What follows belongs to an exercise in optimizing a design on an open flow for small area, a short achievable clock period and few clock cycles per item; a production flow would make more cautious choices. At most, simulation tests tie the RTL to the original design; equivalence was not proved.

// sbox_subbytes_pipe
module sbox_subbytes_pipe
#(
   parameter int N_BYTES = 16
) (
   input  logic                 clk,
   input  logic                 rst_n,
   input  logic                 in_valid,
   output logic                 in_ready,
   input  logic [8*N_BYTES-1:0] in_data,
   input  logic                 in_inv,
   output logic                 out_valid,
   input  logic                 out_ready,
   output logic [8*N_BYTES-1:0] out_data,
   output logic                 out_inv,
   output logic                 busy
);
Size: about 3600 cells after synthesis, roughly 450 flip-flops, ~270 I/O pins, roughly 38000 um2 of cells after synthesis.
Settings: LEC_CHECK=0, ABC_AREA=1, CAP_MARGIN=20, CELL_PAD_IN_SITES_DETAIL_PLACEMENT=0, CELL_PAD_IN_SITES_GLOBAL_PLACEMENT=1, CORE_MARGIN=2, CORE_UTILIZATION=60, CTS_CLUSTER_DIAMETER=100, CTS_CLUSTER_SIZE=30, PLACE_DENSITY=0.7, SETUP_SLACK_MARGIN=2.05, SLEW_MARGIN=20; clock period 5.0 ns.
standard.sh (not shown) runs the stock make flow with config.mk's settings and CLKGATE_MAP_FILE= SYNTH_SCRIPT=/design/flow/synth_recipe.tcl, a recipe that flattens the netlist after the stock synthesis.
==> flow/flow/run.sh <==
#!/bin/bash
# Own flow: the standard layout (standard.sh) with two changes:
#  - synthesis maps the logic with flow/abc.script in place of ORFS's abc_area.script
#    (registers, flattening and renaming are the standard synthesis's);
#  - the port buffers that the standard flow inserts are sky130_fd_sc_hd__buf_2 cells
#    instead of the tool's default pick.
# Each step's full output goes to its own log file in this folder.
set -euo pipefail
cd "$(dirname "$0")/.."
rm -rf myscripts
cp -r "$FLOW_HOME/scripts" myscripts
cp flow/abc.script myscripts/abc_area.script
bash standard.sh SCRIPTS_DIR="$PWD/myscripts" synth > synth.log 2>&1
bash standard.sh BUFFER_PORTS_ARGS="-buffer_cell sky130_fd_sc_hd__buf_2" finish > layout.log 2>&1
==> flow/flow/abc.script <==
strash
&get -n
&dch -f
&nf -R 1000
&put
topo
stime -c
buffer -c
upsize -c
dnsize -c
The first run completed with no timing, DRC or antenna violations.
Testbench counts at the start, summed over its fixed seeds: cycles 8,024, items 8,000.
Then changed:
--- a/flow/design.v
+++ b/flow/design.v
@@ -167,15 +167,15 @@
    assign cut_out[8] = w_M37;
    assign cut_out[9] = w_M38;
    assign cut_out[10] = w_M39;
    assign cut_out[11] = w_M40;
 endmodule
 module sbox_lane_s3 (
    input  logic [11:0] cut,
-   output logic [7:0] fwd_byte
+   output logic [7:0] held
 );
    wire w_r_T27 = cut[0];
    wire w_r_T4 = cut[1];
    wire w_r_U7 = cut[2];
    wire w_r_T20 = cut[3];
    wire w_r_T10 = cut[4];
    wire w_r_T1 = cut[5];
@@ -274,36 +274,36 @@
    wire w_L16 = w_M56 ^ w_L0;
    wire w_L9 = w_M52 ^ w_M53;
    wire w_L26 = w_L7 ^ w_L9;
    wire w_S1 = ~(w_L16 ^ w_L26);
    wire w_L15 = w_M55 ^ w_L1;
    wire w_L24 = w_L15 ^ w_L9;
    wire w_S0 = w_L6 ^ w_L24;
-   assign fwd_byte[0] = w_S7;
-   assign fwd_byte[1] = w_S6;
-   assign fwd_byte[2] = w_S5;
-   assign fwd_byte[3] = w_S4;
-   assign fwd_byte[4] = w_S3;
-   assign fwd_byte[5] = w_S2;
-   assign fwd_byte[6] = w_S1;
-   assign fwd_byte[7] = w_S0;
+   assign held[0] = w_S7;
+   assign held[1] = w_S6;
+   assign held[2] = w_S5;
+   assign held[3] = w_S4;
+   assign held[4] = w_S3;
+   assign held[5] = w_S2;
+   assign held[6] = w_S1;
+   assign held[7] = w_S0;
 endmodule
 module sbox_lane_out (
-   input  logic [7:0] fwd_byte,
+   input  logic [7:0] held,
    input  logic       inv,
    output logic [7:0] out_byte
 );
-   wire w_S7 = fwd_byte[0];
-   wire w_S6 = fwd_byte[1];
-   wire w_S5 = fwd_byte[2];
-   wire w_S4 = fwd_byte[3];
-   wire w_S3 = fwd_byte[4];
-   wire w_S2 = fwd_byte[5];
-   wire w_S1 = fwd_byte[6];
-   wire w_S0 = fwd_byte[7];
+   wire w_S7 = held[0];
+   wire w_S6 = held[1];
+   wire w_S5 = held[2];
+   wire w_S4 = held[3];
+   wire w_S3 = held[4];
+   wire w_S2 = held[5];
+   wire w_S1 = held[6];
+   wire w_S0 = held[7];
    wire w_invq = inv;
    wire w_s7 = w_S0;
    wire w_s2 = w_S5;
    wire w_s5 = w_S2;
    wire w_zi1 = w_s2 ^ w_s5;
    wire w_zi9 = w_s7 ^ w_zi1;
    wire w_z0 = ~w_zi9;
@@ -361,19 +361,20 @@
    output logic [8*N_BYTES-1:0] out_data,
    output logic                 out_inv,
    output logic                 busy
 );
    localparam int DW = 8*N_BYTES;
    localparam int NA = 8;    
    localparam int NB = 12;    
+   localparam int NS = 8;    
    logic                  vld0_q, vld1_q, vld2_q;
    logic                  inv0_q, inv1_q, inv2_q;
    logic [N_BYTES*NA-1:0] a_d, a_q;
    logic [N_BYTES*NB-1:0] b_d, b_q;
-   logic [DW-1:0]         sub_d, sub_q;
+   logic [N_BYTES*NS-1:0] sub_d, sub_q;
    logic                  adv;
    assign adv = !vld2_q || out_ready;
    generate
       for (genvar i = 0; i < N_BYTES; i++) begin : g_lane
          sbox_lane_s1 u_s1 (
             .in_byte (in_data[8*i +: 8]),
             .inv     (in_inv),
@@ -381,18 +382,18 @@
          );
          sbox_lane_s2 u_s2 (
             .cut_in  (a_q[NA*i +: NA]),
             .cut_out (b_d[NB*i +: NB])
          );
          sbox_lane_s3 u_s3 (
             .cut      (b_q[NB*i +: NB]),
-            .fwd_byte (sub_d[8*i +: 8])
+            .held     (sub_d[NS*i +: NS])
          );
          sbox_lane_out u_out (
-            .fwd_byte (sub_q[8*i +: 8]),
+            .held     (sub_q[NS*i +: NS]),
             .inv      (inv2_q),
             .out_byte (out_data[8*i +: 8])
          );
       end
    endgenerate
    always_ff @(posedge clk) begin
       if (!rst_n) begin
Result:
- The changed run went through all stages and came out clean
- cell count is unchanged
- maximum frequency does not change
- synthesized area is unchanged
- synthesized cell count does not change
- sequential share of layout area does not change
- clock-buffer cell count does not change
- worst hold slack does not change
Testbench counts after the change, summed over its fixed seeds: cycles 8,024, items 8,000.

Another version of the RTL of sbox_subbytes_pipe (not shown whole).
Size in the first run: ~320 flip-flops, about 270 I/O pins, ~0.034 mm² of cells after synthesis.
==> module sbox_subbytes_pipe, before the edit <==
module sbox_subbytes_pipe
#(
   parameter int N_BYTES = 16
) (
   input  logic                 clk,
   input  logic                 rst_n,
   input  logic                 in_valid,
   output logic                 in_ready,
   input  logic [8*N_BYTES-1:0] in_data,
   input  logic                 in_inv,
   output logic                 out_valid,
   input  logic                 out_ready,
   output logic [8*N_BYTES-1:0] out_data,
   output logic                 out_inv,
   output logic                 busy
);
   localparam int DW = 8*N_BYTES;
   localparam int NC = 12;    
   logic                  vld0_q, vld1_q;
   logic                  inv0_q, inv1_q;
   logic [N_BYTES*NC-1:0] cut_d, cut_q;
   logic [DW-1:0]         sub_d, sub_q;
   logic                  adv0, adv1;
   assign adv1 = !vld1_q || out_ready;
   assign adv0 = !vld0_q || adv1;
   generate
      for (genvar i = 0; i < N_BYTES; i++) begin : g_lane
         sbox_lane_s1 u_s1 (
            .in_byte (in_data[8*i +: 8]),
            .inv     (in_inv),
            .cut     (cut_d[NC*i +: NC])
         );
         sbox_lane_s2 u_s2 (
            .cut      (cut_q[NC*i +: NC]),
            .inv      (inv0_q),
            .out_byte (sub_d[8*i +: 8])
         );
      end
   endgenerate
   always_ff @(posedge clk) begin
      if (!rst_n) begin
         vld0_q <= 1'b0;
         vld1_q <= 1'b0;
      end else begin
         if (adv0) vld0_q <= in_valid;
         if (adv1) vld1_q <= vld0_q;
      end
      if (adv0) begin
         cut_q  <= cut_d;
         inv0_q <= in_inv;
      end
      if (adv1) begin
         sub_q  <= sub_d;
         inv1_q <= inv0_q;
      end
   end
   assign in_ready  = adv0;
   assign out_valid = vld1_q;
   assign out_data  = sub_q;
   assign out_inv   = inv1_q;
   assign busy      = vld0_q | vld1_q;
endmodule
clock: 5.0 ns
lec_check: 0
abc_area: 1
cap_margin: 20
cell_pad_in_sites_detail_placement: 0
cell_pad_in_sites_global_placement: 1
core_margin: 2
core_utilization: 50
place_density: 0.62
slew_margin: 20
==> flow/flow/abc.script <==
strash
dch
map -D 3000
topo
stime -c
buffer -c
upsize -c
dnsize -c
Scripts as last shown in full above: flow/flow/run.sh
Testbench counts at the start, summed over its fixed seeds: cycles 8,016, items 8,000.
Next try:
--- a/flow/design.v
+++ b/flow/design.v
@@ -295,15 +295,12 @@
    output logic                 out_inv,
    output logic                 busy
 );
-   localparam int DW = 8*N_BYTES;
    localparam int NC = 12;    
-   logic                  vld0_q, vld1_q;
-   logic                  inv0_q, inv1_q;
-   logic [N_BYTES*NC-1:0] cut_d, cut_q;
-   logic [DW-1:0]         sub_d, sub_q;
-   logic                  adv0, adv1;
-   assign adv1 = !vld1_q || out_ready;
-   assign adv0 = !vld0_q || adv1;
+   logic                     vld_q;
+   logic                     inv_q;
+   logic [N_BYTES*NC-1:0]    cut_d, cut_q;
+   logic                     adv;
+   assign adv = !vld_q || out_ready;
    generate
       for (genvar i = 0; i < N_BYTES; i++) begin : g_lane
          sbox_lane_s1 u_s1 (
@@ -313,31 +310,21 @@
          );
          sbox_lane_s2 u_s2 (
             .cut      (cut_q[NC*i +: NC]),
-            .inv      (inv0_q),
-            .out_byte (sub_d[8*i +: 8])
+            .inv      (inv_q),
+            .out_byte (out_data[8*i +: 8])
          );
       end
    endgenerate
    always_ff @(posedge clk) begin
-      if (!rst_n) begin
-         vld0_q <= 1'b0;
-         vld1_q <= 1'b0;
-      end else begin
-         if (adv0) vld0_q <= in_valid;
-         if (adv1) vld1_q <= vld0_q;
-      end
-      if (adv0) begin
-         cut_q  <= cut_d;
-         inv0_q <= in_inv;
-      end
-      if (adv1) begin
-         sub_q  <= sub_d;
-         inv1_q <= inv0_q;
+      if (!rst_n)   vld_q <= 1'b0;
+      else if (adv) vld_q <= in_valid;
+      if (adv) begin
+         cut_q <= cut_d;
+         inv_q <= in_inv;
       end
    end
-   assign in_ready  = adv0;
-   assign out_valid = vld1_q;
-   assign out_data  = sub_q;
-   assign out_inv   = inv1_q;
-   assign busy      = vld0_q | vld1_q;
+   assign in_ready  = adv;
+   assign out_valid = vld_q;
+   assign out_inv   = inv_q;
+   assign busy      = vld_q;
 endmodule
The changed run ran to the end with no violations.
Flip-flop and latch count is lower by 130.
Global-route usage is lower by 0.55 points.
Final area decreases by roughly a tenth.
Die area falls by a little under a tenth.
Setup slack is worse by 850 ps.
Synthesized area shrinks by a little under a tenth.
Worst hold slack improved by 260 ps.
Final cell count came out lower by a few percent.
Non-clock buffer count shrinks by 3.
No functional check of the RTL was part of the second run of this note.

re-timing with driven ports:
Ports are ideal in the flow. The routed layouts listed here were re-timed in OpenROAD. Step 1 sets driving cells, clkbuf_16 on the clock port and buf_2 on the other inputs (assumed; they add their load-dependent delay and slew). Step 2, shift: input delay + t, output delay - t, t = (earliest + latest rising clock arrival at the registers) / 2. This alone moves slack from input paths to output paths. Slacks: no drivers / after step 1 / after step 2; pairs: no drivers / after step 1.
| run | shift t [ns] | slack for setup (ns) | clock arrival spread, ns | slew at the worst register clock pin (ns) | cell pins on the clock port's net |
|---|---|---|---|---|---|
| the first run of note 1 | 0.617 | 2.087 / 2.025 / 1.792 | 0.033 / 0.033 | 0.11 / 0.11 | 1 |
| the second run of note 1 | 0.617 | 2.087 / 2.025 / 1.792 | 0.033 / 0.033 | 0.11 / 0.11 | 1 |
| the first run of note 2 | 0.626 | 1.135 / 1.167 / 0.541 | 0.024 / 0.024 | 0.06 / 0.06 | 1 |
| the second run of note 2 | 0.542 | 0.284 / 0.221 / 0.439 | 0.013 / 0.012 | 0.08 / 0.08 | 1 |
After both steps setup and hold are still met in every run listed. The setup slack of the first run of note 2, which loses most, moves by +0.032 ns with the drivers and by -0.594 ns with both steps.
